Source: an optimization exercise on an open RTL-to-GDS flow (aim: small area and a short achievable clock period). Production flows keep margins and buffers that such runs may drop. Function was checked by simulation only, so behaviour that the tests miss may differ from the original.

## flow/design.v (module list and top-level ports; edited modules follow where they fit)
// module config_capture: 50 lines
// module iir_first_order: 2363 lines
// module iir_cpa: 293 lines
// module iir_sub24: 271 lines
// module iir_fa: 10 lines
// module iir_bsel: 9 lines
// module iir_bsel0: 7 lines
// module iir_bx: 7 lines
// module iir_bxn: 7 lines
// module iir_fa1: 9 lines
// module iir_ha: 9 lines
// module adc_path: 53 lines
// module dac_spi_serializer: 113 lines
// module servo_frontend: 37 lines
module servo_frontend (
	input  logic         clk1,
	input  logic         i_rst_n,
	input  logic [127:0] i_cfg,
	input  logic [32:0]  i_adc,
	input  logic [24:0]  i_dac,
	output logic [3:0]   o_afe,
	output logic [72:0]  o_filt,
	output logic [2:0]   o_spi,
	output logic         o_ldac_n,
	output logic         o_dac_credit
);
  // ...
==> flow/run.sh <==
#!/bin/bash
# synth_recipe.tcl (not shown) runs the flow's synth.tcl, then flattens the netlist and writes it again
# the make line also repeats each setting of config.mk as NAME=value (left out here)
make -C /OpenROAD-flow-scripts/flow DESIGN_CONFIG=/design/flow/config.mk WORK_HOME=/design/flow/orfs CLKGATE_MAP_FILE= SYNTH_SCRIPT=/design/flow/synth_recipe.tcl finish
==> flow/config.mk <==
export PLATFORM = sky130hd
export DESIGN_NAME = servo_frontend
export DESIGN_NICKNAME = servo_frontend
export VERILOG_FILES = /design/flow/design.v
export SDC_FILE = /design/flow/constraint.sdc
export NUM_CORES = 4
export LEC_CHECK = 0
export ABC_AREA = 0
export CAP_MARGIN = 20
export CORE_MARGIN = 2
export CORE_UTILIZATION = 40
export SETUP_SLACK_MARGIN = 5
export SLEW_MARGIN = 20
export SYNTH_HIERARCHICAL = 1
export SYNTH_MINIMUM_KEEP_SIZE = 0
==> flow/constraint.sdc <==
create_clock -name core_clock -period 11.5 [get_ports {clk1}]
set_input_delay 2.3000 -clock core_clock [delete_from_list [all_inputs] [get_ports {clk1}]]
set_output_delay 2.3000 -clock core_clock [all_outputs]
set_load 0.01 [all_outputs]
==> results.tsv, run 1 <==
metric	value	unit
RSZ-0062 raised after global routing	yes	
most common cell after layout, fill and taps aside	xor2_1	
DP Wirelength	131000	µm
largest net degree at the start of global routing	76	
Place WS	4.49	ns
class of the most critical setup path	flop to flop	
area of the multi-input gates	43700	µm²
origin of the worst setup path	u_adc_path.g_chan[0].u_iir.y_prev[10]	
Slew @ Worst Pin	1.08	ns
grt met3 use	0.0554	
port bufs	251	
crit path DAT	6.94	ns
Placed Instance Area	61700	µm²
Hold EP	u_adc_path.g_chan[1].u_iir.b0_rn[15]	
number of fill cells	12900	
Buffers excl. clock	515	
DRT Wirelength	195000	µm
Crit path top cell by count	fa_1	
root buffer cell	clkbuf_16	
Reg area	12000	µm²
worst clock skew	0.0419	ns
Worst Reg-to-Reg Cells	23	
GR Util met1	0.362	
max-cap violations	0	
multi-input gate count	4144	
vias in the first global route	47800	
worst r2r dst	u_adc_path.g_chan[0].u_iir.y_prev[22]	
Critical Path RT	12.09	ns
DRT Pass-1 Iters	7	
crit-path cells	clkinvlp_4, buf_4, buf_12, o22ai_1, xor2_1, fa_1, fa_1, fa_1, fa_1, fa_1, fa_1, ha_1, a21oi_1, o21ai_1, nor2_4, a21oi_4, o211ai_1, nand2_1, ha_1, nor2_1, xnor2_1, mux2i_1, a21oi_1	
top flop regs	u_adc_path.g_chan.u_iir.p1_a: 64 flops, u_adc_path.g_chan.u_iir.p1_b: 64 flops, u_adc_path.g_chan.u_iir.y_prev: 48 flops	
status	no timing/DRC/antenna violations	
die width	381	µm
remaining global-route overflow	0	
==> module iir_cpa, before the edit <==
module iir_cpa (
	input  logic [39:0] g,
	input  logic [39:0] p,
	output logic [39:16] s
);
	logic pg_g79;
	logic pg_p80;
	logic pg_g81;
	logic pg_p82;
	logic pg_g83;
	logic pg_p84;
	logic pg_g85;
	logic pg_p86;
	logic pg_g87;
	logic pg_p88;
	logic pg_g89;
	logic pg_p90;
	logic pg_g91;
	logic pg_p92;
	logic pg_g93;
	logic pg_p94;
	logic pg_g95;
	logic pg_p96;
	logic pg_g97;
	logic pg_p98;
	logic pg_g99;
	logic pg_p100;
	logic pg_g101;
	logic pg_p102;
	logic pg_g103;
	logic pg_p104;
	logic pg_g105;
	logic pg_p106;
	logic pg_g107;
	logic pg_p108;
	logic pg_g109;
	logic pg_g110;
	logic pg_p111;
	logic pg_g112;
	logic pg_p113;
	logic pg_g114;
	logic pg_p115;
	logic pg_g116;
	logic pg_p117;
	logic pg_g118;
	logic pg_p119;
	logic pg_g120;
	logic pg_p121;
	logic pg_g122;
	logic pg_p123;
	logic pg_g124;
	logic pg_p125;
	logic pg_g126;
	logic pg_p127;
	logic pg_g128;
	logic pg_p129;
	logic pg_g130;
	logic pg_p131;
	logic pg_g132;
	logic pg_g133;
	logic pg_p134;
	logic pg_g135;
	logic pg_p136;
	logic pg_g137;
	logic pg_p138;
	logic pg_g139;
	logic pg_p140;
	logic pg_g141;
	logic pg_p142;
	logic pg_g143;
	logic pg_p144;
	logic pg_g145;
	logic pg_p146;
	logic pg_g147;
	logic pg_p148;
	logic pg_g149;
	logic pg_p150;
	logic pg_g151;
	logic pg_p152;
	logic pg_g153;
	logic pg_g154;
	logic pg_g155;
	logic pg_p156;
	logic pg_g157;
	logic pg_p158;
	logic pg_g159;
	logic pg_p160;
	logic pg_g161;
	logic pg_p162;
	logic pg_g163;
	logic pg_p164;
	logic pg_g165;
	logic pg_p166;
	logic pg_g167;
	logic pg_p168;
	logic pg_g169;
	logic pg_p170;
	logic pg_g171;
	logic pg_g172;
	logic pg_g173;
	logic pg_g174;
	logic pg_g175;
	logic pg_p176;
	logic pg_g177;
	logic pg_p178;
	logic pg_g179;
	logic pg_p180;
	logic pg_g181;
	logic pg_p182;
	logic pg_g183;
	logic pg_g184;
	logic pg_g185;
	logic pg_g186;
	logic pg_g187;
	logic pg_g188;
	logic pg_g189;
	logic pg_g190;
	logic pg_g191;
	logic pg_g192;
	logic pg_g193;
	logic pg_g194;
	logic pg_g195;
	logic pg_g196;
	logic pg_g197;
	logic c_sum198;
	logic c_sum199;
	logic c_sum200;
	logic c_sum201;
	logic c_sum202;
	logic c_sum203;
	logic c_sum204;
	logic c_sum205;
	logic c_sum206;
	logic c_sum207;
	logic c_sum208;
	logic c_sum209;
	logic c_sum210;
	logic c_sum211;
	logic c_sum212;
	logic c_sum213;
	logic c_sum214;
	logic c_sum215;
	logic c_sum216;
	logic c_sum217;
	logic c_sum218;
	logic c_sum219;
	logic c_sum220;
	logic c_sum221;
	assign pg_g79 = p[1] & g[0];
	assign pg_p80 = p[1] & p[0];
	assign pg_g81 = g[3] | (p[3] & g[2]);
	assign pg_p82 = p[3] & p[2];
	assign pg_g83 = g[5] | (p[5] & g[4]);
	assign pg_p84 = p[5] & p[4];
	assign pg_g85 = g[7] | (p[7] & g[6]);
	assign pg_p86 = p[7] & p[6];
	assign pg_g87 = g[9] | (p[9] & g[8]);
	assign pg_p88 = p[9] & p[8];
	assign pg_g89 = g[11] | (p[11] & g[10]);
	assign pg_p90 = p[11] & p[10];
	assign pg_g91 = g[13] | (p[13] & g[12]);
	assign pg_p92 = p[13] & p[12];
	assign pg_g93 = g[15] | (p[15] & g[14]);
	assign pg_p94 = p[15] & p[14];
	assign pg_g95 = pg_g81 | (pg_p82 & pg_g79);
	assign pg_p96 = pg_p82 & pg_p80;
	assign pg_g97 = pg_g85 | (pg_p86 & pg_g83);
	assign pg_p98 = pg_p86 & pg_p84;
	assign pg_g99 = pg_g89 | (pg_p90 & pg_g87);
	assign pg_p100 = pg_p90 & pg_p88;
	assign pg_g101 = pg_g93 | (pg_p94 & pg_g91);
	assign pg_p102 = pg_p94 & pg_p92;
	assign pg_g103 = pg_g97 | (pg_p98 & pg_g95);
	assign pg_p104 = pg_p98 & pg_p96;
	assign pg_g105 = pg_g101 | (pg_p102 & pg_g99);
	assign pg_p106 = pg_p102 & pg_p100;
	assign pg_g107 = pg_g105 | (pg_p106 & pg_g103);
	assign pg_p108 = pg_p106 & pg_p104;
	assign pg_g109 = g[16] | (p[16] & pg_g107);
	assign pg_g110 = g[18] | (p[18] & g[17]);
	assign pg_p111 = p[18] & p[17];
	assign pg_g112 = g[20] | (p[20] & g[19]);
	assign pg_p113 = p[20] & p[19];
	assign pg_g114 = g[22] | (p[22] & g[21]);
	assign pg_p115 = p[22] & p[21];
	assign pg_g116 = g[24] | (p[24] & g[23]);
	assign pg_p117 = p[24] & p[23];
	assign pg_g118 = g[26] | (p[26] & g[25]);
	assign pg_p119 = p[26] & p[25];
	assign pg_g120 = g[28] | (p[28] & g[27]);
	assign pg_p121 = p[28] & p[27];
	assign pg_g122 = g[30] | (p[30] & g[29]);
	assign pg_p123 = p[30] & p[29];
	assign pg_g124 = g[32] | (p[32] & g[31]);
	assign pg_p125 = p[32] & p[31];
	assign pg_g126 = g[34] | (p[34] & g[33]);
	assign pg_p127 = p[34] & p[33];
	assign pg_g128 = g[36] | (p[36] & g[35]);
	assign pg_p129 = p[36] & p[35];
	assign pg_g130 = g[38] | (p[38] & g[37]);
	assign pg_p131 = p[38] & p[37];
	assign pg_g132 = pg_g110 | (pg_p111 & pg_g109);
	assign pg_g133 = pg_g112 | (pg_p113 & pg_g110);
	assign pg_p134 = pg_p113 & pg_p111;
	assign pg_g135 = pg_g114 | (pg_p115 & pg_g112);
	assign pg_p136 = pg_p115 & pg_p113;
	assign pg_g137 = pg_g116 | (pg_p117 & pg_g114);
	assign pg_p138 = pg_p117 & pg_p115;
	assign pg_g139 = pg_g118 | (pg_p119 & pg_g116);
	assign pg_p140 = pg_p119 & pg_p117;
	assign pg_g141 = pg_g120 | (pg_p121 & pg_g118);
	assign pg_p142 = pg_p121 & pg_p119;
	assign pg_g143 = pg_g122 | (pg_p123 & pg_g120);
	assign pg_p144 = pg_p123 & pg_p121;
	assign pg_g145 = pg_g124 | (pg_p125 & pg_g122);
	assign pg_p146 = pg_p125 & pg_p123;
	assign pg_g147 = pg_g126 | (pg_p127 & pg_g124);
	assign pg_p148 = pg_p127 & pg_p125;
	assign pg_g149 = pg_g128 | (pg_p129 & pg_g126);
	assign pg_p150 = pg_p129 & pg_p127;
	assign pg_g151 = pg_g130 | (pg_p131 & pg_g128);
	assign pg_p152 = pg_p131 & pg_p129;
	assign pg_g153 = pg_g133 | (pg_p134 & pg_g109);
	assign pg_g154 = pg_g135 | (pg_p136 & pg_g132);
	assign pg_g155 = pg_g137 | (pg_p138 & pg_g133);
	assign pg_p156 = pg_p138 & pg_p134;
	assign pg_g157 = pg_g139 | (pg_p140 & pg_g135);
	assign pg_p158 = pg_p140 & pg_p136;
	assign pg_g159 = pg_g141 | (pg_p142 & pg_g137);
	assign pg_p160 = pg_p142 & pg_p138;
	assign pg_g161 = pg_g143 | (pg_p144 & pg_g139);
	assign pg_p162 = pg_p144 & pg_p140;
	assign pg_g163 = pg_g145 | (pg_p146 & pg_g141);
	assign pg_p164 = pg_p146 & pg_p142;
	assign pg_g165 = pg_g147 | (pg_p148 & pg_g143);
	assign pg_p166 = pg_p148 & pg_p144;
	assign pg_g167 = pg_g149 | (pg_p150 & pg_g145);
	assign pg_p168 = pg_p150 & pg_p146;
	assign pg_g169 = pg_g151 | (pg_p152 & pg_g147);
	assign pg_p170 = pg_p152 & pg_p148;
	assign pg_g171 = pg_g155 | (pg_p156 & pg_g109);
	assign pg_g172 = pg_g157 | (pg_p158 & pg_g132);
	assign pg_g173 = pg_g159 | (pg_p160 & pg_g153);
	assign pg_g174 = pg_g161 | (pg_p162 & pg_g154);
	assign pg_g175 = pg_g163 | (pg_p164 & pg_g155);
	assign pg_p176 = pg_p164 & pg_p156;
	assign pg_g177 = pg_g165 | (pg_p166 & pg_g157);
	assign pg_p178 = pg_p166 & pg_p158;
	assign pg_g179 = pg_g167 | (pg_p168 & pg_g159);
	assign pg_p180 = pg_p168 & pg_p160;
	assign pg_g181 = pg_g169 | (pg_p170 & pg_g161);
	assign pg_p182 = pg_p170 & pg_p162;
	assign pg_g183 = pg_g175 | (pg_p176 & pg_g109);
	assign pg_g184 = pg_g177 | (pg_p178 & pg_g132);
	assign pg_g185 = pg_g179 | (pg_p180 & pg_g153);
	assign pg_g186 = pg_g181 | (pg_p182 & pg_g154);
	assign pg_g187 = g[17] | (p[17] & pg_g109);
	assign pg_g188 = g[19] | (p[19] & pg_g132);
	assign pg_g189 = g[21] | (p[21] & pg_g153);
	assign pg_g190 = g[23] | (p[23] & pg_g154);
	assign pg_g191 = g[25] | (p[25] & pg_g171);
	assign pg_g192 = g[27] | (p[27] & pg_g172);
	assign pg_g193 = g[29] | (p[29] & pg_g173);
	assign pg_g194 = g[31] | (p[31] & pg_g174);
	assign pg_g195 = g[33] | (p[33] & pg_g183);
	assign pg_g196 = g[35] | (p[35] & pg_g184);
	assign pg_g197 = g[37] | (p[37] & pg_g185);
	assign c_sum198 = p[16] ^ pg_g107;
	assign c_sum199 = p[17] ^ pg_g109;
	assign c_sum200 = p[18] ^ pg_g187;
	assign c_sum201 = p[19] ^ pg_g132;
	assign c_sum202 = p[20] ^ pg_g188;
	assign c_sum203 = p[21] ^ pg_g153;
	assign c_sum204 = p[22] ^ pg_g189;
	assign c_sum205 = p[23] ^ pg_g154;
	assign c_sum206 = p[24] ^ pg_g190;
	assign c_sum207 = p[25] ^ pg_g171;
	assign c_sum208 = p[26] ^ pg_g191;
	assign c_sum209 = p[27] ^ pg_g172;
	assign c_sum210 = p[28] ^ pg_g192;
	assign c_sum211 = p[29] ^ pg_g173;
	assign c_sum212 = p[30] ^ pg_g193;
	assign c_sum213 = p[31] ^ pg_g174;
	assign c_sum214 = p[32] ^ pg_g194;
	assign c_sum215 = p[33] ^ pg_g183;
	assign c_sum216 = p[34] ^ pg_g195;
	assign c_sum217 = p[35] ^ pg_g184;
	assign c_sum218 = p[36] ^ pg_g196;
	assign c_sum219 = p[37] ^ pg_g185;
	assign c_sum220 = p[38] ^ pg_g197;
	assign c_sum221 = p[39] ^ pg_g186;
	assign s = {c_sum221, c_sum220, c_sum219, c_sum218, c_sum217, c_sum216, c_sum215, c_sum214, c_sum213, c_sum212, c_sum211, c_sum210, c_sum209, c_sum208, c_sum207, c_sum206, c_sum205, c_sum204, c_sum203, c_sum202, c_sum201, c_sum200, c_sum199, c_sum198};
endmodule
==> run 2: changes to the inputs <==
--- a/flow/design.v
+++ b/flow/design.v
@@ -2502,105 +2502,171 @@
 	logic pg_p125;
 	logic pg_g126;
 	logic pg_p127;
 	logic pg_g128;
 	logic pg_p129;
 	logic pg_g130;
 	logic pg_p131;
 	logic pg_g132;
-	logic pg_g133;
-	logic pg_p134;
-	logic pg_g135;
-	logic pg_p136;
-	logic pg_g137;
-	logic pg_p138;
-	logic pg_g139;
-	logic pg_p140;
-	logic pg_g141;
-	logic pg_p142;
-	logic pg_g143;
-	logic pg_p144;
-	logic pg_g145;
-	logic pg_p146;
-	logic pg_g147;
-	logic pg_p148;
-	logic pg_g149;
-	logic pg_p150;
-	logic pg_g151;
-	logic pg_p152;
-	logic pg_g153;
+	logic pg_p133;
+	logic pg_g134;
+	logic pg_p135;
+	logic pg_g136;
+	logic pg_p137;
+	logic pg_g138;
+	logic pg_p139;
+	logic pg_g140;
+	logic pg_p141;
+	logic pg_g142;
+	logic pg_p143;
+	logic pg_g144;
+	logic pg_p145;
+	logic pg_g146;
+	logic pg_p147;
+	logic pg_g148;
+	logic pg_p149;
+	logic pg_g150;
+	logic pg_p151;
+	logic pg_g152;
+	logic pg_p153;
 	logic pg_g154;
 	logic pg_g155;
-	logic pg_p156;
-	logic pg_g157;
-	logic pg_p158;
-	logic pg_g159;
-	logic pg_p160;
-	logic pg_g161;
-	logic pg_p162;
-	logic pg_g163;
-	logic pg_p164;
-	logic pg_g165;
-	logic pg_p166;
-	logic pg_g167;
-	logic pg_p168;
-	logic pg_g169;
-	logic pg_p170;
-	logic pg_g171;
+	logic pg_g156;
+	logic pg_p157;
+	logic pg_g158;
+	logic pg_p159;
+	logic pg_g160;
+	logic pg_p161;
+	logic pg_g162;
+	logic pg_p163;
+	logic pg_g164;
+	logic pg_p165;
+	logic pg_g166;
+	logic pg_p167;
+	logic pg_g168;
+	logic pg_p169;
+	logic pg_g170;
+	logic pg_p171;
 	logic pg_g172;
-	logic pg_g173;
+	logic pg_p173;
 	logic pg_g174;
-	logic pg_g175;
-	logic pg_p176;
-	logic pg_g177;
-	logic pg_p178;
-	logic pg_g179;
-	logic pg_p180;
-	logic pg_g181;
-	logic pg_p182;
-	logic pg_g183;
+	logic pg_p175;
+	logic pg_g176;
+	logic pg_p177;
+	logic pg_g178;
+	logic pg_p179;
+	logic pg_g180;
+	logic pg_p181;
+	logic pg_g182;
+	logic pg_p183;
 	logic pg_g184;
-	logic pg_g185;
+	logic pg_p185;
 	logic pg_g186;
-	logic pg_g187;
+	logic pg_p187;
 	logic pg_g188;
-	logic pg_g189;
+	logic pg_p189;
 	logic pg_g190;
-	logic pg_g191;
+	logic pg_p191;
 	logic pg_g192;
-	logic pg_g193;
+	logic pg_p193;
 	logic pg_g194;
-	logic pg_g195;
+	logic pg_p195;
 	logic pg_g196;
 	logic pg_g197;
-	logic c_sum198;
-	logic c_sum199;
-	logic c_sum200;
-	logic c_sum201;
-	logic c_sum202;
-	logic c_sum203;
-	logic c_sum204;
-	logic c_sum205;
-	logic c_sum206;
-	logic c_sum207;
-	logic c_sum208;
-	logic c_sum209;
-	logic c_sum210;
-	logic c_sum211;
-	logic c_sum212;
-	logic c_sum213;
-	logic c_sum214;
-	logic c_sum215;
-	logic c_sum216;
-	logic c_sum217;
-	logic c_sum218;
-	logic c_sum219;
-	logic c_sum220;
-	logic c_sum221;
+	logic pg_g198;
+	logic pg_g199;
+	logic pg_g200;
+	logic pg_p201;
+	logic pg_g202;
+	logic pg_p203;
+	logic pg_g204;
+	logic pg_p205;
+	logic pg_g206;
+	logic pg_p207;
+	logic pg_g208;
+	logic pg_p209;
+	logic pg_g210;
+	logic pg_p211;
+	logic pg_g212;
+	logic pg_p213;
+	logic pg_g214;
+	logic pg_p215;
+	logic pg_g216;
+	logic pg_p217;
+	logic pg_g218;
+	logic pg_p219;
+	logic pg_g220;
+	logic pg_p221;
+	logic pg_g222;
+	logic pg_p223;
+	logic pg_g224;
+	logic pg_p225;
+	logic pg_g226;
+	logic pg_p227;
+	logic pg_g228;
+	logic pg_p229;
+	logic pg_g230;
+	logic pg_p231;
+	logic pg_g232;
+	logic pg_g233;
+	logic pg_g234;
+	logic pg_g235;
+	logic pg_g236;
+	logic pg_g237;
+	logic pg_g238;
+	logic pg_g239;
+	logic pg_g240;
+	logic pg_p241;
+	logic pg_g242;
+	logic pg_p243;
+	logic pg_g244;
+	logic pg_p245;
+	logic pg_g246;
+	logic pg_p247;
+	logic pg_g248;
+	logic pg_p249;
+	logic pg_g250;
+	logic pg_p251;
+	logic pg_g252;
+	logic pg_p253;
+	logic pg_g254;
+	logic pg_p255;
+	logic pg_g256;
+	logic pg_g257;
+	logic pg_g258;
+	logic pg_g259;
+	logic pg_g260;
+	logic pg_g261;
+	logic pg_g262;
+	logic pg_g263;
+	logic c_sum264;
+	logic c_sum265;
+	logic c_sum266;
+	logic c_sum267;
+	logic c_sum268;
+	logic c_sum269;
+	logic c_sum270;
+	logic c_sum271;
+	logic c_sum272;
+	logic c_sum273;
+	logic c_sum274;
+	logic c_sum275;
+	logic c_sum276;
+	logic c_sum277;
+	logic c_sum278;
+	logic c_sum279;
+	logic c_sum280;
+	logic c_sum281;
+	logic c_sum282;
+	logic c_sum283;
+	logic c_sum284;
+	logic c_sum285;
+	logic c_sum286;
+	logic c_sum287;
 	assign pg_g79 = p[1] & g[0];
 	assign pg_p80 = p[1] & p[0];
 	assign pg_g81 = g[3] | (p[3] & g[2]);
 	assign pg_p82 = p[3] & p[2];
 	assign pg_g83 = g[5] | (p[5] & g[4]);
 	assign pg_p84 = p[5] & p[4];
 	assign pg_g85 = g[7] | (p[7] & g[6]);
 	assign pg_p86 = p[7] & p[6];
@@ -2622,400 +2688,466 @@
 	assign pg_p102 = pg_p94 & pg_p92;
 	assign pg_g103 = pg_g97 | (pg_p98 & pg_g95);
 	assign pg_p104 = pg_p98 & pg_p96;
 	assign pg_g105 = pg_g101 | (pg_p102 & pg_g99);
 	assign pg_p106 = pg_p102 & pg_p100;
 	assign pg_g107 = pg_g105 | (pg_p106 & pg_g103);
 	assign pg_p108 = pg_p106 & pg_p104;
 	assign pg_g109 = g[16] | (p[16] & pg_g107);
-	assign pg_g110 = g[18] | (p[18] & g[17]);
-	assign pg_p111 = p[18] & p[17];
-	assign pg_g112 = g[20] | (p[20] & g[19]);
-	assign pg_p113 = p[20] & p[19];
-	assign pg_g114 = g[22] | (p[22] & g[21]);
-	assign pg_p115 = p[22] & p[21];
-	assign pg_g116 = g[24] | (p[24] & g[23]);
-	assign pg_p117 = p[24] & p[23];
-	assign pg_g118 = g[26] | (p[26] & g[25]);
-	assign pg_p119 = p[26] & p[25];
-	assign pg_g120 = g[28] | (p[28] & g[27]);
-	assign pg_p121 = p[28] & p[27];
-	assign pg_g122 = g[30] | (p[30] & g[29]);
-	assign pg_p123 = p[30] & p[29];
-	assign pg_g124 = g[32] | (p[32] & g[31]);
-	assign pg_p125 = p[32] & p[31];
-	assign pg_g126 = g[34] | (p[34] & g[33]);
-	assign pg_p127 = p[34] & p[33];
-	assign pg_g128 = g[36] | (p[36] & g[35]);
-	assign pg_p129 = p[36] & p[35];
-	assign pg_g130 = g[38] | (p[38] & g[37]);
-	assign pg_p131 = p[38] & p[37];
-	assign pg_g132 = pg_g110 | (pg_p111 & pg_g109);
-	assign pg_g133 = pg_g112 | (pg_p113 & pg_g110);
-	assign pg_p134 = pg_p113 & pg_p111;
-	assign pg_g135 = pg_g114 | (pg_p115 & pg_g112);
-	assign pg_p136 = pg_p115 & pg_p113;
-	assign pg_g137 = pg_g116 | (pg_p117 & pg_g114);
-	assign pg_p138 = pg_p117 & pg_p115;
-	assign pg_g139 = pg_g118 | (pg_p119 & pg_g116);
-	assign pg_p140 = pg_p119 & pg_p117;
-	assign pg_g141 = pg_g120 | (pg_p121 & pg_g118);
-	assign pg_p142 = pg_p121 & pg_p119;
-	assign pg_g143 = pg_g122 | (pg_p123 & pg_g120);
-	assign pg_p144 = pg_p123 & pg_p121;
-	assign pg_g145 = pg_g124 | (pg_p125 & pg_g122);
-	assign pg_p146 = pg_p125 & pg_p123;
-	assign pg_g147 = pg_g126 | (pg_p127 & pg_g124);
-	assign pg_p148 = pg_p127 & pg_p125;
-	assign pg_g149 = pg_g128 | (pg_p129 & pg_g126);
-	assign pg_p150 = pg_p129 & pg_p127;
-	assign pg_g151 = pg_g130 | (pg_p131 & pg_g128);
-	assign pg_p152 = pg_p131 & pg_p129;
-	assign pg_g153 = pg_g133 | (pg_p134 & pg_g109);
-	assign pg_g154 = pg_g135 | (pg_p136 & pg_g132);
-	assign pg_g155 = pg_g137 | (pg_p138 & pg_g133);
-	assign pg_p156 = pg_p138 & pg_p134;
-	assign pg_g157 = pg_g139 | (pg_p140 & pg_g135);
-	assign pg_p158 = pg_p140 & pg_p136;
-	assign pg_g159 = pg_g141 | (pg_p142 & pg_g137);
-	assign pg_p160 = pg_p142 & pg_p138;
-	assign pg_g161 = pg_g143 | (pg_p144 & pg_g139);
-	assign pg_p162 = pg_p144 & pg_p140;
-	assign pg_g163 = pg_g145 | (pg_p146 & pg_g141);
-	assign pg_p164 = pg_p146 & pg_p142;
-	assign pg_g165 = pg_g147 | (pg_p148 & pg_g143);
-	assign pg_p166 = pg_p148 & pg_p144;
-	assign pg_g167 = pg_g149 | (pg_p150 & pg_g145);
-	assign pg_p168 = pg_p150 & pg_p146;
-	assign pg_g169 = pg_g151 | (pg_p152 & pg_g147);
-	assign pg_p170 = pg_p152 & pg_p148;
-	assign pg_g171 = pg_g155 | (pg_p156 & pg_g109);
-	assign pg_g172 = pg_g157 | (pg_p158 & pg_g132);
-	assign pg_g173 = pg_g159 | (pg_p160 & pg_g153);
-	assign pg_g174 = pg_g161 | (pg_p162 & pg_g154);
-	assign pg_g175 = pg_g163 | (pg_p164 & pg_g155);
-	assign pg_p176 = pg_p164 & pg_p156;
-	assign pg_g177 = pg_g165 | (pg_p166 & pg_g157);
-	assign pg_p178 = pg_p166 & pg_p158;
-	assign pg_g179 = pg_g167 | (pg_p168 & pg_g159);
-	assign pg_p180 = pg_p168 & pg_p160;
-	assign pg_g181 = pg_g169 | (pg_p170 & pg_g161);
-	assign pg_p182 = pg_p170 & pg_p162;
-	assign pg_g183 = pg_g175 | (pg_p176 & pg_g109);
-	assign pg_g184 = pg_g177 | (pg_p178 & pg_g132);
-	assign pg_g185 = pg_g179 | (pg_p180 & pg_g153);
-	assign pg_g186 = pg_g181 | (pg_p182 & pg_g154);
-	assign pg_g187 = g[17] | (p[17] & pg_g109);
-	assign pg_g188 = g[19] | (p[19] & pg_g132);
-	assign pg_g189 = g[21] | (p[21] & pg_g153);
-	assign pg_g190 = g[23] | (p[23] & pg_g154);
-	assign pg_g191 = g[25] | (p[25] & pg_g171);
-	assign pg_g192 = g[27] | (p[27] & pg_g172);
-	assign pg_g193 = g[29] | (p[29] & pg_g173);
-	assign pg_g194 = g[31] | (p[31] & pg_g174);
-	assign pg_g195 = g[33] | (p[33] & pg_g183);
-	assign pg_g196 = g[35] | (p[35] & pg_g184);
-	assign pg_g197 = g[37] | (p[37] & pg_g185);
-	assign c_sum198 = p[16] ^ pg_g107;
-	assign c_sum199 = p[17] ^ pg_g109;
-	assign c_sum200 = p[18] ^ pg_g187;
-	assign c_sum201 = p[19] ^ pg_g132;
-	assign c_sum202 = p[20] ^ pg_g188;
-	assign c_sum203 = p[21] ^ pg_g153;
-	assign c_sum204 = p[22] ^ pg_g189;
-	assign c_sum205 = p[23] ^ pg_g154;
-	assign c_sum206 = p[24] ^ pg_g190;
-	assign c_sum207 = p[25] ^ pg_g171;
-	assign c_sum208 = p[26] ^ pg_g191;
-	assign c_sum209 = p[27] ^ pg_g172;
-	assign c_sum210 = p[28] ^ pg_g192;
-	assign c_sum211 = p[29] ^ pg_g173;
-	assign c_sum212 = p[30] ^ pg_g193;
-	assign c_sum213 = p[31] ^ pg_g174;
-	assign c_sum214 = p[32] ^ pg_g194;
-	assign c_sum215 = p[33] ^ pg_g183;
-	assign c_sum216 = p[34] ^ pg_g195;
-	assign c_sum217 = p[35] ^ pg_g184;
-	assign c_sum218 = p[36] ^ pg_g196;
-	assign c_sum219 = p[37] ^ pg_g185;
-	assign c_sum220 = p[38] ^ pg_g197;
-	assign c_sum221 = p[39] ^ pg_g186;
-	assign s = {c_sum221, c_sum220, c_sum219, c_sum218, c_sum217, c_sum216, c_sum215, c_sum214, c_sum213, c_sum212, c_sum211, c_sum210, c_sum209, c_sum208, c_sum207, c_sum206, c_sum205, c_sum204, c_sum203, c_sum202, c_sum201, c_sum200, c_sum199, c_sum198};
+	assign pg_g110 = g[17] | (p[17] & g[16]);
+	assign pg_p111 = p[17] & p[16];
+	assign pg_g112 = g[18] | (p[18] & g[17]);
+	assign pg_p113 = p[18] & p[17];
+	assign pg_g114 = g[19] | (p[19] & g[18]);
+	assign pg_p115 = p[19] & p[18];
+	assign pg_g116 = g[20] | (p[20] & g[19]);
+	assign pg_p117 = p[20] & p[19];
+	assign pg_g118 = g[21] | (p[21] & g[20]);
+	assign pg_p119 = p[21] & p[20];
+	assign pg_g120 = g[22] | (p[22] & g[21]);
+	assign pg_p121 = p[22] & p[21];
+	assign pg_g122 = g[23] | (p[23] & g[22]);
+	assign pg_p123 = p[23] & p[22];
+	assign pg_g124 = g[24] | (p[24] & g[23]);
+	assign pg_p125 = p[24] & p[23];
+	assign pg_g126 = g[25] | (p[25] & g[24]);
+	assign pg_p127 = p[25] & p[24];
+	assign pg_g128 = g[26] | (p[26] & g[25]);
+	assign pg_p129 = p[26] & p[25];
+	assign pg_g130 = g[27] | (p[27] & g[26]);
+	assign pg_p131 = p[27] & p[26];
+	assign pg_g132 = g[28] | (p[28] & g[27]);
+	assign pg_p133 = p[28] & p[27];
+	assign pg_g134 = g[29] | (p[29] & g[28]);
+	assign pg_p135 = p[29] & p[28];
+	assign pg_g136 = g[30] | (p[30] & g[29]);
+	assign pg_p137 = p[30] & p[29];
+	assign pg_g138 = g[31] | (p[31] & g[30]);
+	assign pg_p139 = p[31] & p[30];
+	assign pg_g140 = g[32] | (p[32] & g[31]);
+	assign pg_p141 = p[32] & p[31];
+	assign pg_g142 = g[33] | (p[33] & g[32]);
+	assign pg_p143 = p[33] & p[32];
+	assign pg_g144 = g[34] | (p[34] & g[33]);
+	assign pg_p145 = p[34] & p[33];
+	assign pg_g146 = g[35] | (p[35] & g[34]);
+	assign pg_p147 = p[35] & p[34];
+	assign pg_g148 = g[36] | (p[36] & g[35]);
+	assign pg_p149 = p[36] & p[35];
+	assign pg_g150 = g[37] | (p[37] & g[36]);
+	assign pg_p151 = p[37] & p[36];
+	assign pg_g152 = g[38] | (p[38] & g[37]);
+	assign pg_p153 = p[38] & p[37];
+	assign pg_g154 = pg_g110 | (pg_p111 & pg_g107);
+	assign pg_g155 = pg_g112 | (pg_p113 & pg_g109);
+	assign pg_g156 = pg_g114 | (pg_p115 & pg_g110);
+	assign pg_p157 = pg_p115 & pg_p111;
+	assign pg_g158 = pg_g116 | (pg_p117 & pg_g112);
+	assign pg_p159 = pg_p117 & pg_p113;
+	assign pg_g160 = pg_g118 | (pg_p119 & pg_g114);
+	assign pg_p161 = pg_p119 & pg_p115;
+	assign pg_g162 = pg_g120 | (pg_p121 & pg_g116);
+	assign pg_p163 = pg_p121 & pg_p117;
+	assign pg_g164 = pg_g122 | (pg_p123 & pg_g118);
+	assign pg_p165 = pg_p123 & pg_p119;
+	assign pg_g166 = pg_g124 | (pg_p125 & pg_g120);
+	assign pg_p167 = pg_p125 & pg_p121;
+	assign pg_g168 = pg_g126 | (pg_p127 & pg_g122);
+	assign pg_p169 = pg_p127 & pg_p123;
+	assign pg_g170 = pg_g128 | (pg_p129 & pg_g124);
+	assign pg_p171 = pg_p129 & pg_p125;
+	assign pg_g172 = pg_g130 | (pg_p131 & pg_g126);
+	assign pg_p173 = pg_p131 & pg_p127;
+	assign pg_g174 = pg_g132 | (pg_p133 & pg_g128);
+	assign pg_p175 = pg_p133 & pg_p129;
+	assign pg_g176 = pg_g134 | (pg_p135 & pg_g130);
+	assign pg_p177 = pg_p135 & pg_p131;
+	assign pg_g178 = pg_g136 | (pg_p137 & pg_g132);
+	assign pg_p179 = pg_p137 & pg_p133;
+	assign pg_g180 = pg_g138 | (pg_p139 & pg_g134);
+	assign pg_p181 = pg_p139 & pg_p135;
+	assign pg_g182 = pg_g140 | (pg_p141 & pg_g136);
+	assign pg_p183 = pg_p141 & pg_p137;
+	assign pg_g184 = pg_g142 | (pg_p143 & pg_g138);
+	assign pg_p185 = pg_p143 & pg_p139;
+	assign pg_g186 = pg_g144 | (pg_p145 & pg_g140);
+	assign pg_p187 = pg_p145 & pg_p141;
+	assign pg_g188 = pg_g146 | (pg_p147 & pg_g142);
+	assign pg_p189 = pg_p147 & pg_p143;
+	assign pg_g190 = pg_g148 | (pg_p149 & pg_g144);
+	assign pg_p191 = pg_p149 & pg_p145;
+	assign pg_g192 = pg_g150 | (pg_p151 & pg_g146);
+	assign pg_p193 = pg_p151 & pg_p147;
+	assign pg_g194 = pg_g152 | (pg_p153 & pg_g148);
+	assign pg_p195 = pg_p153 & pg_p149;
+	assign pg_g196 = pg_g156 | (pg_p157 & pg_g107);
+	assign pg_g197 = pg_g158 | (pg_p159 & pg_g109);
+	assign pg_g198 = pg_g160 | (pg_p161 & pg_g154);
+	assign pg_g199 = pg_g162 | (pg_p163 & pg_g155);
+	assign pg_g200 = pg_g164 | (pg_p165 & pg_g156);
+	assign pg_p201 = pg_p165 & pg_p157;
+	assign pg_g202 = pg_g166 | (pg_p167 & pg_g158);
+	assign pg_p203 = pg_p167 & pg_p159;
+	assign pg_g204 = pg_g168 | (pg_p169 & pg_g160);
+	assign pg_p205 = pg_p169 & pg_p161;
+	assign pg_g206 = pg_g170 | (pg_p171 & pg_g162);
+	assign pg_p207 = pg_p171 & pg_p163;
+	assign pg_g208 = pg_g172 | (pg_p173 & pg_g164);
+	assign pg_p209 = pg_p173 & pg_p165;
+	assign pg_g210 = pg_g174 | (pg_p175 & pg_g166);
+	assign pg_p211 = pg_p175 & pg_p167;
+	assign pg_g212 = pg_g176 | (pg_p177 & pg_g168);
+	assign pg_p213 = pg_p177 & pg_p169;
+	assign pg_g214 = pg_g178 | (pg_p179 & pg_g170);
+	assign pg_p215 = pg_p179 & pg_p171;
+	assign pg_g216 = pg_g180 | (pg_p181 & pg_g172);
+	assign pg_p217 = pg_p181 & pg_p173;
+	assign pg_g218 = pg_g182 | (pg_p183 & pg_g174);
+	assign pg_p219 = pg_p183 & pg_p175;
+	assign pg_g220 = pg_g184 | (pg_p185 & pg_g176);
+	assign pg_p221 = pg_p185 & pg_p177;
+	assign pg_g222 = pg_g186 | (pg_p187 & pg_g178);
+	assign pg_p223 = pg_p187 & pg_p179;
+	assign pg_g224 = pg_g188 | (pg_p189 & pg_g180);
+	assign pg_p225 = pg_p189 & pg_p181;
+	assign pg_g226 = pg_g190 | (pg_p191 & pg_g182);
+	assign pg_p227 = pg_p191 & pg_p183;
+	assign pg_g228 = pg_g192 | (pg_p193 & pg_g184);
+	assign pg_p229 = pg_p193 & pg_p185;
+	assign pg_g230 = pg_g194 | (pg_p195 & pg_g186);
+	assign pg_p231 = pg_p195 & pg_p187;
+	assign pg_g232 = pg_g200 | (pg_p201 & pg_g107);
+	assign pg_g233 = pg_g202 | (pg_p203 & pg_g109);
+	assign pg_g234 = pg_g204 | (pg_p205 & pg_g154);
+	assign pg_g235 = pg_g206 | (pg_p207 & pg_g155);
+	assign pg_g236 = pg_g208 | (pg_p209 & pg_g196);
+	assign pg_g237 = pg_g210 | (pg_p211 & pg_g197);
+	assign pg_g238 = pg_g212 | (pg_p213 & pg_g198);
+	assign pg_g239 = pg_g214 | (pg_p215 & pg_g199);
+	assign pg_g240 = pg_g216 | (pg_p217 & pg_g200);
+	assign pg_p241 = pg_p217 & pg_p201;
+	assign pg_g242 = pg_g218 | (pg_p219 & pg_g202);
+	assign pg_p243 = pg_p219 & pg_p203;
+	assign pg_g244 = pg_g220 | (pg_p221 & pg_g204);
+	assign pg_p245 = pg_p221 & pg_p205;
+	assign pg_g246 = pg_g222 | (pg_p223 & pg_g206);
+	assign pg_p247 = pg_p223 & pg_p207;
+	assign pg_g248 = pg_g224 | (pg_p225 & pg_g208);
+	assign pg_p249 = pg_p225 & pg_p209;
+	assign pg_g250 = pg_g226 | (pg_p227 & pg_g210);
+	assign pg_p251 = pg_p227 & pg_p211;
+	assign pg_g252 = pg_g228 | (pg_p229 & pg_g212);
+	assign pg_p253 = pg_p229 & pg_p213;
+	assign pg_g254 = pg_g230 | (pg_p231 & pg_g214);
+	assign pg_p255 = pg_p231 & pg_p215;
+	assign pg_g256 = pg_g240 | (pg_p241 & pg_g107);
+	assign pg_g257 = pg_g242 | (pg_p243 & pg_g109);
+	assign pg_g258 = pg_g244 | (pg_p245 & pg_g154);
+	assign pg_g259 = pg_g246 | (pg_p247 & pg_g155);
+	assign pg_g260 = pg_g248 | (pg_p249 & pg_g196);
+	assign pg_g261 = pg_g250 | (pg_p251 & pg_g197);
+	assign pg_g262 = pg_g252 | (pg_p253 & pg_g198);
+	assign pg_g263 = pg_g254 | (pg_p255 & pg_g199);
+	assign c_sum264 = p[16] ^ pg_g107;
+	assign c_sum265 = p[17] ^ pg_g109;
+	assign c_sum266 = p[18] ^ pg_g154;
+	assign c_sum267 = p[19] ^ pg_g155;
+	assign c_sum268 = p[20] ^ pg_g196;
+	assign c_sum269 = p[21] ^ pg_g197;
+	assign c_sum270 = p[22] ^ pg_g198;
+	assign c_sum271 = p[23] ^ pg_g199;
+	assign c_sum272 = p[24] ^ pg_g232;
+	assign c_sum273 = p[25] ^ pg_g233;
+	assign c_sum274 = p[26] ^ pg_g234;
+	assign c_sum275 = p[27] ^ pg_g235;
+	assign c_sum276 = p[28] ^ pg_g236;
+	assign c_sum277 = p[29] ^ pg_g237;
+	assign c_sum278 = p[30] ^ pg_g238;
+	assign c_sum279 = p[31] ^ pg_g239;
+	assign c_sum280 = p[32] ^ pg_g256;
+	assign c_sum281 = p[33] ^ pg_g257;
+	assign c_sum282 = p[34] ^ pg_g258;
+	assign c_sum283 = p[35] ^ pg_g259;
+	assign c_sum284 = p[36] ^ pg_g260;
+	assign c_sum285 = p[37] ^ pg_g261;
+	assign c_sum286 = p[38] ^ pg_g262;
+	assign c_sum287 = p[39] ^ pg_g263;
+	assign s = {c_sum287, c_sum286, c_sum285, c_sum284, c_sum283, c_sum282, c_sum281, c_sum280, c_sum279, c_sum278, c_sum277, c_sum276, c_sum275, c_sum274, c_sum273, c_sum272, c_sum271, c_sum270, c_sum269, c_sum268, c_sum267, c_sum266, c_sum265, c_sum264};
 endmodule
 module iir_sub24 (
 	input  logic [23:0] a,
 	input  logic [23:0] b,
 	output logic [23:0] d
 );
 	logic [23:0] nb;
 	assign nb = ~b;
-	logic df_g222;
-	logic df_p223;
-	logic df_g224;
-	logic df_p225;
-	logic df_g226;
-	logic df_p227;
-	logic df_g228;
-	logic df_p229;
-	logic df_g230;
-	logic df_p231;
-	logic df_g232;
-	logic df_p233;
-	logic df_g234;
-	logic df_p235;
-	logic df_g236;
-	logic df_p237;
-	logic df_g238;
-	logic df_p239;
-	logic df_g240;
-	logic df_p241;
-	logic df_g242;
-	logic df_p243;
-	logic df_g244;
-	logic df_p245;
-	logic df_g246;
-	logic df_p247;
-	logic df_g248;
-	logic df_p249;
-	logic df_g250;
-	logic df_p251;
-	logic df_g252;
-	logic df_p253;
-	logic df_g254;
-	logic df_p255;
-	logic df_g256;
-	logic df_p257;
-	logic df_g258;
-	logic df_p259;
-	logic df_g260;
-	logic df_p261;
-	logic df_g262;
-	logic df_p263;
-	logic df_g264;
-	logic df_p265;
-	logic df_g266;
-	logic df_p267;
-	logic df_g268;
-	logic df_p269;
-	logic pg_g270;
-	logic pg_g271;
-	logic pg_p272;
-	logic pg_g273;
-	logic pg_p274;
-	logic pg_g275;
-	logic pg_p276;
-	logic pg_g277;
-	logic pg_p278;
-	logic pg_g279;
-	logic pg_p280;
-	logic pg_g281;
-	logic pg_p282;
-	logic pg_g283;
-	logic pg_p284;
-	logic pg_g285;
-	logic pg_p286;
-	logic pg_g287;
-	logic pg_p288;
-	logic pg_g289;
-	logic pg_p290;
-	logic pg_g291;
-	logic pg_p292;
-	logic pg_g293;
-	logic pg_g294;
-	logic pg_p295;
-	logic pg_g296;
-	logic pg_p297;
-	logic pg_g298;
-	logic pg_p299;
-	logic pg_g300;
-	logic pg_p301;
-	logic pg_g302;
-	logic pg_p303;
-	logic pg_g304;
-	logic pg_g305;
-	logic pg_p306;
-	logic pg_g307;
-	logic pg_p308;
-	logic pg_g309;
-	logic pg_g310;
-	logic pg_g311;
-	logic pg_g312;
-	logic pg_g313;
-	logic pg_g314;
-	logic pg_g315;
-	logic pg_g316;
-	logic pg_g317;
-	logic pg_g318;
-	logic pg_g319;
-	logic pg_g320;
-	logic pg_g321;
-	logic pg_g322;
-	logic pg_g323;
-	logic pg_g324;
-	logic pg_g325;
-	logic pg_g326;
-	logic pg_g327;
-	logic pg_g328;
-	logic df_sum329;
-	logic df_sum330;
-	logic df_sum331;
-	logic df_sum332;
-	logic df_sum333;
-	logic df_sum334;
-	logic df_sum335;
-	logic df_sum336;
-	logic df_sum337;
-	logic df_sum338;
-	logic df_sum339;
-	logic df_sum340;
-	logic df_sum341;
-	logic df_sum342;
-	logic df_sum343;
-	logic df_sum344;
-	logic df_sum345;
-	logic df_sum346;
-	logic df_sum347;
-	logic df_sum348;
-	logic df_sum349;
-	logic df_sum350;
-	logic df_sum351;
-	logic df_sum352;
-	assign df_g222 = a[0] & nb[0];
-	assign df_p223 = a[0] ^ nb[0];
-	assign df_g224 = a[1] & nb[1];
-	assign df_p225 = a[1] ^ nb[1];
-	assign df_g226 = a[2] & nb[2];
-	assign df_p227 = a[2] ^ nb[2];
-	assign df_g228 = a[3] & nb[3];
-	assign df_p229 = a[3] ^ nb[3];
-	assign df_g230 = a[4] & nb[4];
-	assign df_p231 = a[4] ^ nb[4];
-	assign df_g232 = a[5] & nb[5];
-	assign df_p233 = a[5] ^ nb[5];
-	assign df_g234 = a[6] & nb[6];
-	assign df_p235 = a[6] ^ nb[6];
-	assign df_g236 = a[7] & nb[7];
-	assign df_p237 = a[7] ^ nb[7];
-	assign df_g238 = a[8] & nb[8];
-	assign df_p239 = a[8] ^ nb[8];
-	assign df_g240 = a[9] & nb[9];
-	assign df_p241 = a[9] ^ nb[9];
-	assign df_g242 = a[10] & nb[10];
-	assign df_p243 = a[10] ^ nb[10];
-	assign df_g244 = a[11] & nb[11];
-	assign df_p245 = a[11] ^ nb[11];
-	assign df_g246 = a[12] & nb[12];
-	assign df_p247 = a[12] ^ nb[12];
-	assign df_g248 = a[13] & nb[13];
-	assign df_p249 = a[13] ^ nb[13];
-	assign df_g250 = a[14] & nb[14];
-	assign df_p251 = a[14] ^ nb[14];
-	assign df_g252 = a[15] & nb[15];
-	assign df_p253 = a[15] ^ nb[15];
-	assign df_g254 = a[16] & nb[16];
-	assign df_p255 = a[16] ^ nb[16];
-	assign df_g256 = a[17] & nb[17];
-	assign df_p257 = a[17] ^ nb[17];
-	assign df_g258 = a[18] & nb[18];
-	assign df_p259 = a[18] ^ nb[18];
-	assign df_g260 = a[19] & nb[19];
-	assign df_p261 = a[19] ^ nb[19];
-	assign df_g262 = a[20] & nb[20];
-	assign df_p263 = a[20] ^ nb[20];
-	assign df_g264 = a[21] & nb[21];
-	assign df_p265 = a[21] ^ nb[21];
-	assign df_g266 = a[22] & nb[22];
-	assign df_p267 = a[22] ^ nb[22];
-	assign df_g268 = a[23] & nb[23];
-	assign df_p269 = a[23] ^ nb[23];
-	assign pg_g270 = df_g222 | (df_p223 & 1'b1);
-	assign pg_g271 = df_g226 | (df_p227 & df_g224);
-	assign pg_p272 = df_p227 & df_p225;
-	assign pg_g273 = df_g230 | (df_p231 & df_g228);
-	assign pg_p274 = df_p231 & df_p229;
-	assign pg_g275 = df_g234 | (df_p235 & df_g232);
-	assign pg_p276 = df_p235 & df_p233;
-	assign pg_g277 = df_g238 | (df_p239 & df_g236);
-	assign pg_p278 = df_p239 & df_p237;
-	assign pg_g279 = df_g242 | (df_p243 & df_g240);
-	assign pg_p280 = df_p243 & df_p241;
-	assign pg_g281 = df_g246 | (df_p247 & df_g244);
-	assign pg_p282 = df_p247 & df_p245;
-	assign pg_g283 = df_g250 | (df_p251 & df_g248);
-	assign pg_p284 = df_p251 & df_p249;
-	assign pg_g285 = df_g254 | (df_p255 & df_g252);
-	assign pg_p286 = df_p255 & df_p253;
-	assign pg_g287 = df_g258 | (df_p259 & df_g256);
-	assign pg_p288 = df_p259 & df_p257;
-	assign pg_g289 = df_g262 | (df_p263 & df_g260);
-	assign pg_p290 = df_p263 & df_p261;
-	assign pg_g291 = df_g266 | (df_p267 & df_g264);
-	assign pg_p292 = df_p267 & df_p265;
-	assign pg_g293 = pg_g271 | (pg_p272 & pg_g270);
-	assign pg_g294 = pg_g275 | (pg_p276 & pg_g273);
-	assign pg_p295 = pg_p276 & pg_p274;
-	assign pg_g296 = pg_g279 | (pg_p280 & pg_g277);
-	assign pg_p297 = pg_p280 & pg_p278;
-	assign pg_g298 = pg_g283 | (pg_p284 & pg_g281);
-	assign pg_p299 = pg_p284 & pg_p282;
-	assign pg_g300 = pg_g287 | (pg_p288 & pg_g285);
-	assign pg_p301 = pg_p288 & pg_p286;
-	assign pg_g302 = pg_g291 | (pg_p292 & pg_g289);
-	assign pg_p303 = pg_p292 & pg_p290;
-	assign pg_g304 = pg_g294 | (pg_p295 & pg_g293);
-	assign pg_g305 = pg_g298 | (pg_p299 & pg_g296);
-	assign pg_p306 = pg_p299 & pg_p297;
-	assign pg_g307 = pg_g302 | (pg_p303 & pg_g300);
-	assign pg_p308 = pg_p303 & pg_p301;
-	assign pg_g309 = pg_g305 | (pg_p306 & pg_g304);
-	assign pg_g310 = pg_g307 | (pg_p308 & pg_g309);
-	assign pg_g311 = pg_g296 | (pg_p297 & pg_g304);
-	assign pg_g312 = pg_g300 | (pg_p301 & pg_g309);
-	assign pg_g313 = pg_g273 | (pg_p274 & pg_g293);
-	assign pg_g314 = pg_g277 | (pg_p278 & pg_g304);
-	assign pg_g315 = pg_g281 | (pg_p282 & pg_g311);
-	assign pg_g316 = pg_g285 | (pg_p286 & pg_g309);
-	assign pg_g317 = pg_g289 | (pg_p290 & pg_g312);
-	assign pg_g318 = df_g224 | (df_p225 & pg_g270);
-	assign pg_g319 = df_g228 | (df_p229 & pg_g293);
-	assign pg_g320 = df_g232 | (df_p233 & pg_g313);
-	assign pg_g321 = df_g236 | (df_p237 & pg_g304);
-	assign pg_g322 = df_g240 | (df_p241 & pg_g314);
-	assign pg_g323 = df_g244 | (df_p245 & pg_g311);
-	assign pg_g324 = df_g248 | (df_p249 & pg_g315);
-	assign pg_g325 = df_g252 | (df_p253 & pg_g309);
-	assign pg_g326 = df_g256 | (df_p257 & pg_g316);
-	assign pg_g327 = df_g260 | (df_p261 & pg_g312);
-	assign pg_g328 = df_g264 | (df_p265 & pg_g317);
-	assign df_sum329 = df_p223 ^ 1'b1;
-	assign df_sum330 = df_p225 ^ pg_g270;
-	assign df_sum331 = df_p227 ^ pg_g318;
-	assign df_sum332 = df_p229 ^ pg_g293;
-	assign df_sum333 = df_p231 ^ pg_g319;
-	assign df_sum334 = df_p233 ^ pg_g313;
-	assign df_sum335 = df_p235 ^ pg_g320;
-	assign df_sum336 = df_p237 ^ pg_g304;
-	assign df_sum337 = df_p239 ^ pg_g321;
-	assign df_sum338 = df_p241 ^ pg_g314;
-	assign df_sum339 = df_p243 ^ pg_g322;
-	assign df_sum340 = df_p245 ^ pg_g311;
-	assign df_sum341 = df_p247 ^ pg_g323;
-	assign df_sum342 = df_p249 ^ pg_g315;
-	assign df_sum343 = df_p251 ^ pg_g324;
-	assign df_sum344 = df_p253 ^ pg_g309;
-	assign df_sum345 = df_p255 ^ pg_g325;
-	assign df_sum346 = df_p257 ^ pg_g316;
-	assign df_sum347 = df_p259 ^ pg_g326;
-	assign df_sum348 = df_p261 ^ pg_g312;
-	assign df_sum349 = df_p263 ^ pg_g327;
-	assign df_sum350 = df_p265 ^ pg_g317;
-	assign df_sum351 = df_p267 ^ pg_g328;
-	assign df_sum352 = df_p269 ^ pg_g310;
-	assign d = {df_sum352, df_sum351, df_sum350, df_sum349, df_sum348, df_sum347, df_sum346, df_sum345, df_sum344, df_sum343, df_sum342, df_sum341, df_sum340, df_sum339, df_sum338, df_sum337, df_sum336, df_sum335, df_sum334, df_sum333, df_sum332, df_sum331, df_sum330, df_sum329};
+	logic df_g288;
+	logic df_p289;
+	logic df_g290;
+	logic df_p291;
+	logic df_g292;
+	logic df_p293;
+	logic df_g294;
+	logic df_p295;
+	logic df_g296;
+	logic df_p297;
+	logic df_g298;
+	logic df_p299;
+	logic df_g300;
+	logic df_p301;
+	logic df_g302;
+	logic df_p303;
+	logic df_g304;
+	logic df_p305;
+	logic df_g306;
+	logic df_p307;
+	logic df_g308;
+	logic df_p309;
+	logic df_g310;
+	logic df_p311;
+	logic df_g312;
+	logic df_p313;
+	logic df_g314;
+	logic df_p315;
+	logic df_g316;
+	logic df_p317;
+	logic df_g318;
+	logic df_p319;
+	logic df_g320;
+	logic df_p321;
+	logic df_g322;
+	logic df_p323;
+	logic df_g324;
+	logic df_p325;
+	logic df_g326;
+	logic df_p327;
+	logic df_g328;
+	logic df_p329;
+	logic df_g330;
+	logic df_p331;
+	logic df_g332;
+	logic df_p333;
+	logic df_g334;
+	logic df_p335;
+	logic pg_g336;
+	logic pg_g337;
+	logic pg_p338;
+	logic pg_g339;
+	logic pg_p340;
+	logic pg_g341;
+	logic pg_p342;
+	logic pg_g343;
+	logic pg_p344;
+	logic pg_g345;
+	logic pg_p346;
+	logic pg_g347;
+	logic pg_p348;
+	logic pg_g349;
+	logic pg_p350;
+	logic pg_g351;
+	logic pg_p352;
+	logic pg_g353;
+	logic pg_p354;
+	logic pg_g355;
+	logic pg_p356;
+	logic pg_g357;
+	logic pg_p358;
+	logic pg_g359;
+	logic pg_g360;
+	logic pg_p361;
+	logic pg_g362;
+	logic pg_p363;
+	logic pg_g364;
+	logic pg_p365;
+	logic pg_g366;
+	logic pg_p367;
+	logic pg_g368;
+	logic pg_p369;
+	logic pg_g370;
+	logic pg_g371;
+	logic pg_p372;
+	logic pg_g373;
+	logic pg_p374;
+	logic pg_g375;
+	logic pg_g376;
+	logic pg_g377;
+	logic pg_g378;
+	logic pg_g379;
+	logic pg_g380;
+	logic pg_g381;
+	logic pg_g382;
+	logic pg_g383;
+	logic pg_g384;
+	logic pg_g385;
+	logic pg_g386;
+	logic pg_g387;
+	logic pg_g388;
+	logic pg_g389;
+	logic pg_g390;
+	logic pg_g391;
+	logic pg_g392;
+	logic pg_g393;
+	logic pg_g394;
+	logic df_sum395;
+	logic df_sum396;
+	logic df_sum397;
+	logic df_sum398;
+	logic df_sum399;
+	logic df_sum400;
+	logic df_sum401;
+	logic df_sum402;
+	logic df_sum403;
+	logic df_sum404;
+	logic df_sum405;
+	logic df_sum406;
+	logic df_sum407;
+	logic df_sum408;
+	logic df_sum409;
+	logic df_sum410;
+	logic df_sum411;
+	logic df_sum412;
+	logic df_sum413;
+	logic df_sum414;
+	logic df_sum415;
+	logic df_sum416;
+	logic df_sum417;
+	logic df_sum418;
+	assign df_g288 = a[0] & nb[0];
+	assign df_p289 = a[0] ^ nb[0];
+	assign df_g290 = a[1] & nb[1];
+	assign df_p291 = a[1] ^ nb[1];
+	assign df_g292 = a[2] & nb[2];
+	assign df_p293 = a[2] ^ nb[2];
+	assign df_g294 = a[3] & nb[3];
+	assign df_p295 = a[3] ^ nb[3];
+	assign df_g296 = a[4] & nb[4];
+	assign df_p297 = a[4] ^ nb[4];
+	assign df_g298 = a[5] & nb[5];
+	assign df_p299 = a[5] ^ nb[5];
+	assign df_g300 = a[6] & nb[6];
+	assign df_p301 = a[6] ^ nb[6];
+	assign df_g302 = a[7] & nb[7];
+	assign df_p303 = a[7] ^ nb[7];
+	assign df_g304 = a[8] & nb[8];
+	assign df_p305 = a[8] ^ nb[8];
+	assign df_g306 = a[9] & nb[9];
+	assign df_p307 = a[9] ^ nb[9];
+	assign df_g308 = a[10] & nb[10];
+	assign df_p309 = a[10] ^ nb[10];
+	assign df_g310 = a[11] & nb[11];
+	assign df_p311 = a[11] ^ nb[11];
+	assign df_g312 = a[12] & nb[12];
+	assign df_p313 = a[12] ^ nb[12];
+	assign df_g314 = a[13] & nb[13];
+	assign df_p315 = a[13] ^ nb[13];
+	assign df_g316 = a[14] & nb[14];
+	assign df_p317 = a[14] ^ nb[14];
+	assign df_g318 = a[15] & nb[15];
+	assign df_p319 = a[15] ^ nb[15];
+	assign df_g320 = a[16] & nb[16];
+	assign df_p321 = a[16] ^ nb[16];
+	assign df_g322 = a[17] & nb[17];
+	assign df_p323 = a[17] ^ nb[17];
+	assign df_g324 = a[18] & nb[18];
+	assign df_p325 = a[18] ^ nb[18];
+	assign df_g326 = a[19] & nb[19];
+	assign df_p327 = a[19] ^ nb[19];
+	assign df_g328 = a[20] & nb[20];
+	assign df_p329 = a[20] ^ nb[20];
+	assign df_g330 = a[21] & nb[21];
+	assign df_p331 = a[21] ^ nb[21];
+	assign df_g332 = a[22] & nb[22];
+	assign df_p333 = a[22] ^ nb[22];
+	assign df_g334 = a[23] & nb[23];
+	assign df_p335 = a[23] ^ nb[23];
+	assign pg_g336 = df_g288 | (df_p289 & 1'b1);
+	assign pg_g337 = df_g292 | (df_p293 & df_g290);
+	assign pg_p338 = df_p293 & df_p291;
+	assign pg_g339 = df_g296 | (df_p297 & df_g294);
+	assign pg_p340 = df_p297 & df_p295;
+	assign pg_g341 = df_g300 | (df_p301 & df_g298);
+	assign pg_p342 = df_p301 & df_p299;
+	assign pg_g343 = df_g304 | (df_p305 & df_g302);
+	assign pg_p344 = df_p305 & df_p303;
+	assign pg_g345 = df_g308 | (df_p309 & df_g306);
+	assign pg_p346 = df_p309 & df_p307;
+	assign pg_g347 = df_g312 | (df_p313 & df_g310);
+	assign pg_p348 = df_p313 & df_p311;
+	assign pg_g349 = df_g316 | (df_p317 & df_g314);
+	assign pg_p350 = df_p317 & df_p315;
+	assign pg_g351 = df_g320 | (df_p321 & df_g318);
+	assign pg_p352 = df_p321 & df_p319;
+	assign pg_g353 = df_g324 | (df_p325 & df_g322);
+	assign pg_p354 = df_p325 & df_p323;
+	assign pg_g355 = df_g328 | (df_p329 & df_g326);
+	assign pg_p356 = df_p329 & df_p327;
+	assign pg_g357 = df_g332 | (df_p333 & df_g330);
+	assign pg_p358 = df_p333 & df_p331;
+	assign pg_g359 = pg_g337 | (pg_p338 & pg_g336);
+	assign pg_g360 = pg_g341 | (pg_p342 & pg_g339);
+	assign pg_p361 = pg_p342 & pg_p340;
+	assign pg_g362 = pg_g345 | (pg_p346 & pg_g343);
+	assign pg_p363 = pg_p346 & pg_p344;
+	assign pg_g364 = pg_g349 | (pg_p350 & pg_g347);
+	assign pg_p365 = pg_p350 & pg_p348;
+	assign pg_g366 = pg_g353 | (pg_p354 & pg_g351);
+	assign pg_p367 = pg_p354 & pg_p352;
+	assign pg_g368 = pg_g357 | (pg_p358 & pg_g355);
+	assign pg_p369 = pg_p358 & pg_p356;
+	assign pg_g370 = pg_g360 | (pg_p361 & pg_g359);
+	assign pg_g371 = pg_g364 | (pg_p365 & pg_g362);
+	assign pg_p372 = pg_p365 & pg_p363;
+	assign pg_g373 = pg_g368 | (pg_p369 & pg_g366);
+	assign pg_p374 = pg_p369 & pg_p367;
+	assign pg_g375 = pg_g371 | (pg_p372 & pg_g370);
+	assign pg_g376 = pg_g373 | (pg_p374 & pg_g375);
+	assign pg_g377 = pg_g362 | (pg_p363 & pg_g370);
+	assign pg_g378 = pg_g366 | (pg_p367 & pg_g375);
+	assign pg_g379 = pg_g339 | (pg_p340 & pg_g359);
+	assign pg_g380 = pg_g343 | (pg_p344 & pg_g370);
+	assign pg_g381 = pg_g347 | (pg_p348 & pg_g377);
+	assign pg_g382 = pg_g351 | (pg_p352 & pg_g375);
+	assign pg_g383 = pg_g355 | (pg_p356 & pg_g378);
+	assign pg_g384 = df_g290 | (df_p291 & pg_g336);
+	assign pg_g385 = df_g294 | (df_p295 & pg_g359);
+	assign pg_g386 = df_g298 | (df_p299 & pg_g379);
+	assign pg_g387 = df_g302 | (df_p303 & pg_g370);
+	assign pg_g388 = df_g306 | (df_p307 & pg_g380);
+	assign pg_g389 = df_g310 | (df_p311 & pg_g377);
+	assign pg_g390 = df_g314 | (df_p315 & pg_g381);
+	assign pg_g391 = df_g318 | (df_p319 & pg_g375);
+	assign pg_g392 = df_g322 | (df_p323 & pg_g382);
+	assign pg_g393 = df_g326 | (df_p327 & pg_g378);
+	assign pg_g394 = df_g330 | (df_p331 & pg_g383);
+	assign df_sum395 = df_p289 ^ 1'b1;
+	assign df_sum396 = df_p291 ^ pg_g336;
+	assign df_sum397 = df_p293 ^ pg_g384;
+	assign df_sum398 = df_p295 ^ pg_g359;
+	assign df_sum399 = df_p297 ^ pg_g385;
+	assign df_sum400 = df_p299 ^ pg_g379;
+	assign df_sum401 = df_p301 ^ pg_g386;
+	assign df_sum402 = df_p303 ^ pg_g370;
+	assign df_sum403 = df_p305 ^ pg_g387;
+	assign df_sum404 = df_p307 ^ pg_g380;
+	assign df_sum405 = df_p309 ^ pg_g388;
+	assign df_sum406 = df_p311 ^ pg_g377;
+	assign df_sum407 = df_p313 ^ pg_g389;
+	assign df_sum408 = df_p315 ^ pg_g381;
+	assign df_sum409 = df_p317 ^ pg_g390;
+	assign df_sum410 = df_p319 ^ pg_g375;
+	assign df_sum411 = df_p321 ^ pg_g391;
+	assign df_sum412 = df_p323 ^ pg_g382;
+	assign df_sum413 = df_p325 ^ pg_g392;
+	assign df_sum414 = df_p327 ^ pg_g378;
+	assign df_sum415 = df_p329 ^ pg_g393;
+	assign df_sum416 = df_p331 ^ pg_g383;
+	assign df_sum417 = df_p333 ^ pg_g394;
+	assign df_sum418 = df_p335 ^ pg_g376;
+	assign d = {df_sum418, df_sum417, df_sum416, df_sum415, df_sum414, df_sum413, df_sum412, df_sum411, df_sum410, df_sum409, df_sum408, df_sum407, df_sum406, df_sum405, df_sum404, df_sum403, df_sum402, df_sum401, df_sum400, df_sum399, df_sum398, df_sum397, df_sum396, df_sum395};
 endmodule
 module iir_fa (
 	input  logic a,
 	input  logic b,
 	input  logic c,
 	output logic s,
 	output logic co
 );
==> run 2 against run 1 <==
Synthesized area is 1.6% higher; clock skew fell by 0.0067 ns; largest cell class unchanged; critical path type unchanged; first-iteration DRC count increased by 6.4%; sequential share of layout area is 0.46 points lower; register-to-register slack worse by 0.16 ns; critical path depth unchanged; still clean; maximum frequency down 2.4%.
==> results.tsv, run 2 <==
metric	value	unit	change
vias	47300		
clock buffer depth	3		
Worst setup SP type	flop		
RSZ-0062 raised after global routing	yes		
DRT Wirelength	207000	µm	+6.4%
syn nets	6527		
top flop regs	u_adc_path.g_chan.u_iir.p1_a: 64 flops, u_adc_path.g_chan.u_iir.p1_b: 64 flops, u_adc_path.g_chan.u_iir.y_prev: 48 flops		
NumNets Final	7001		
Slew @ Worst Pin	1.07	ns	-0.0169 ns
placed insts	7336		
H-tree depth	3		
remaining global-route overflow	0		unchanged
DR WL/cell	27.1	µm	
most common cell after layout, fill and taps aside	xor2_1		
cts bufs inserted	74		
Die Area	147000	µm²	
hold_buf cts	0		
drt drc	0		
Cell Count, Final, Fillers Out	7635		
CTS tree	yes		
design area	68500	µm²	
vias in the first global route	49400		+3.4%
number of fill cells	13200		+1.7%
relative slew slack	0.290		
Place WS	4.00	ns	-0.490 ns
post-synthesis average cell area	11.1	µm²	
worst clock skew	0.0352	ns	-0.00670 ns
row count	139		
DIE HEIGHT	384	µm	
synthesized cell area	57800	µm²	
port bufs	251		unchanged
DRT Pass-1 Iters	8		+1
worst-path maximum fanout	4		
Tmin final	6.51	ns	
die width	384	µm	+0.78%
total clock sinks	569		
Critical Path RT	12.11	ns	+0.02 ns
most frequent cells in the layout	xor2_1 (1,024), o22ai_1 (965), fa_1 (936), dfxtp_1 (434), clkdlybuf4s50_1 (249)		
Util after Layout	0.477		
largest net degree at the start of global routing	67		-12%
global-route usage over all layers	0.274		
clock latency on the worst-skew pair	0.70	ns	
Critical Path End Type	flop		
total I/O pin count	270		
Final TNS setup	0	ns	
final setup margin	4.99	ns	
DRT iter0 DRCs	5402		
slowest cell on the critical path	fa_1		
Placed Instance Area	62600	µm²	+1.5%
Final setup viols	0		
largest stage delay on the critical path	0.53	ns	
Yosys warning count	18		
crit-path cells	clkinvlp_4, o22ai_2, xor2_1, fa_1, fa_1, fa_2, fa_1, fa_1, ha_4, nand3_4, nor3_4, o31ai_1, or3b_4, ha_4, o211ai_1, a21oi_2, o21ai_2, a31oi_4, a41oi_4, or4b_1, nand4_1, mux2i_1, a21oi_1		
Peak Freq	0.154	GHz	
DP Wirelength	135000	µm	+3.7%
area added between synthesis and finish	18.5	%	
min-delay worst type	flop to flop		
global-route wire length before repair	307000	µm	
vias per inst	6.20		
GP Congestion	0.909		
initial antenna violation count	6		
final hold vios	0		
max-cap violations	0		unchanged
Clock transition at path regs	0.06	ns	
root buffer cell	clkbuf_16		
Crit path top cell by count	fa_1		
crit path DAT	7.12	ns	+0.18 ns
share of cells above drive strength 1	0.129		
max-slew violation count	0		
post-route antenna net violation count	0		
Core ar.	143000	µm²	
class of the most critical setup path	flop to flop		
status	no timing/DRC/antenna violations		
Starting Density	0.403		
Cells after Synth	5197		
fin crit share	0.566		
-- run 2: area by class of cell --
cell class / instances / area [µm²] / share of cell area
tap: 1903 / 2380 / 0.0348
multi-input combinational: 4274 / 45300 / 0.662
timing repair buffer: 545 / 5280 / 0.0771
clock buffer: 99 / 2090 / 0.0305
inverter: 206 / 920 / 0.0134
antenna: 2 / 5.00 / 0.0000731
sequential: 569 / 12000 / 0.176
timing repair inverter: 1 / 5.00 / 0.0000731
clock inverter: 36 / 455 / 0.00665
-- run 2: final timing paths --
kind | startpoint | end | slack (ns) | depth (start not counted)
worst max register to register | u_adc_path.g_chan[0].u_iir.y_prev[2] | u_adc_path.g_chan[0].u_iir.y_prev[23] | 4.99 | 23
worst max-delay path | u_adc_path.g_chan[0].u_iir.y_prev[2] | u_adc_path.g_chan[0].u_iir.y_prev[23] | 4.99 | 23
worst min-delay path | u_config_capture.b0_q[1][6] | u_adc_path.g_chan[1].u_iir.b0_rn[6] | 0.35 | 1
worst min register to register | u_config_capture.b0_q[1][6] | u_adc_path.g_chan[1].u_iir.b0_rn[6] | 0.35 | 1
-- run 2: repair_timing --
item	CTS	global route
pin swaps	20	77
gates resized for setup	193	257
cloned	1	1
setup buffers	104	56
setup endpoints to repair	35	27
-- run 2: metal layers --
metal	share of wire	global-route usage	vias to the layer above
li1	-	-	19500
met2	0.43	0.405	3223
met4	0.060	0.153	8
met3	0.11	0.0679	695
met1	0.40	0.368	23900
met5	0.00022	0	-
-- run 2: critical path: cells and delay by family, from the launching register on --
| family | cells | cell delay, ns |
|---|---|---|
| and+or+nand+nor | 5 | 1.14 |
| DFF | 1 | 0.39 |
| AOI/OAI and AO/OA | 8 | 1.55 |
| buffers and inverters | 1 | 0.22 |
| xor gates and xnor gates | 1 | 0.22 |
| muxes | 1 | 0.07 |
| adders and majority gates | 7 | 2.82 |
-- run 2: through the flow --
stage          hold WS, ns
4_1_cts              0.356
2_1_floorplan        0.338
5_1_grt              0.362
3_3_place_gp         0.346
3_5_place_dp         0.343
6_report             0.354

==> re-timing with driven ports <==
The results above use ideal ports. As a check the final layouts listed here were re-extracted and re-timed, cells and wires unchanged.
Step 1 assumes that a clkbuf_16 drives the clock port and a buf_2 every other input.
Step 2, shift: input delay + t, output delay - t, t = (earliest + latest rising clock arrival at the registers) / 2. This alone moves slack from input paths to output paths.
Three values: ideal, step 1, step 2; two values: the first two.
run	shift t [ns]	setup slack, ns	hold slack, ns
run 1	0.748	5.146 / 5.146 / 5.146	0.354 / 0.354 / 0.354
run 2	0.753	4.988 / 4.988 / 4.988	0.354 / 0.354 / 0.354
After both steps setup and hold are still met in every run listed.
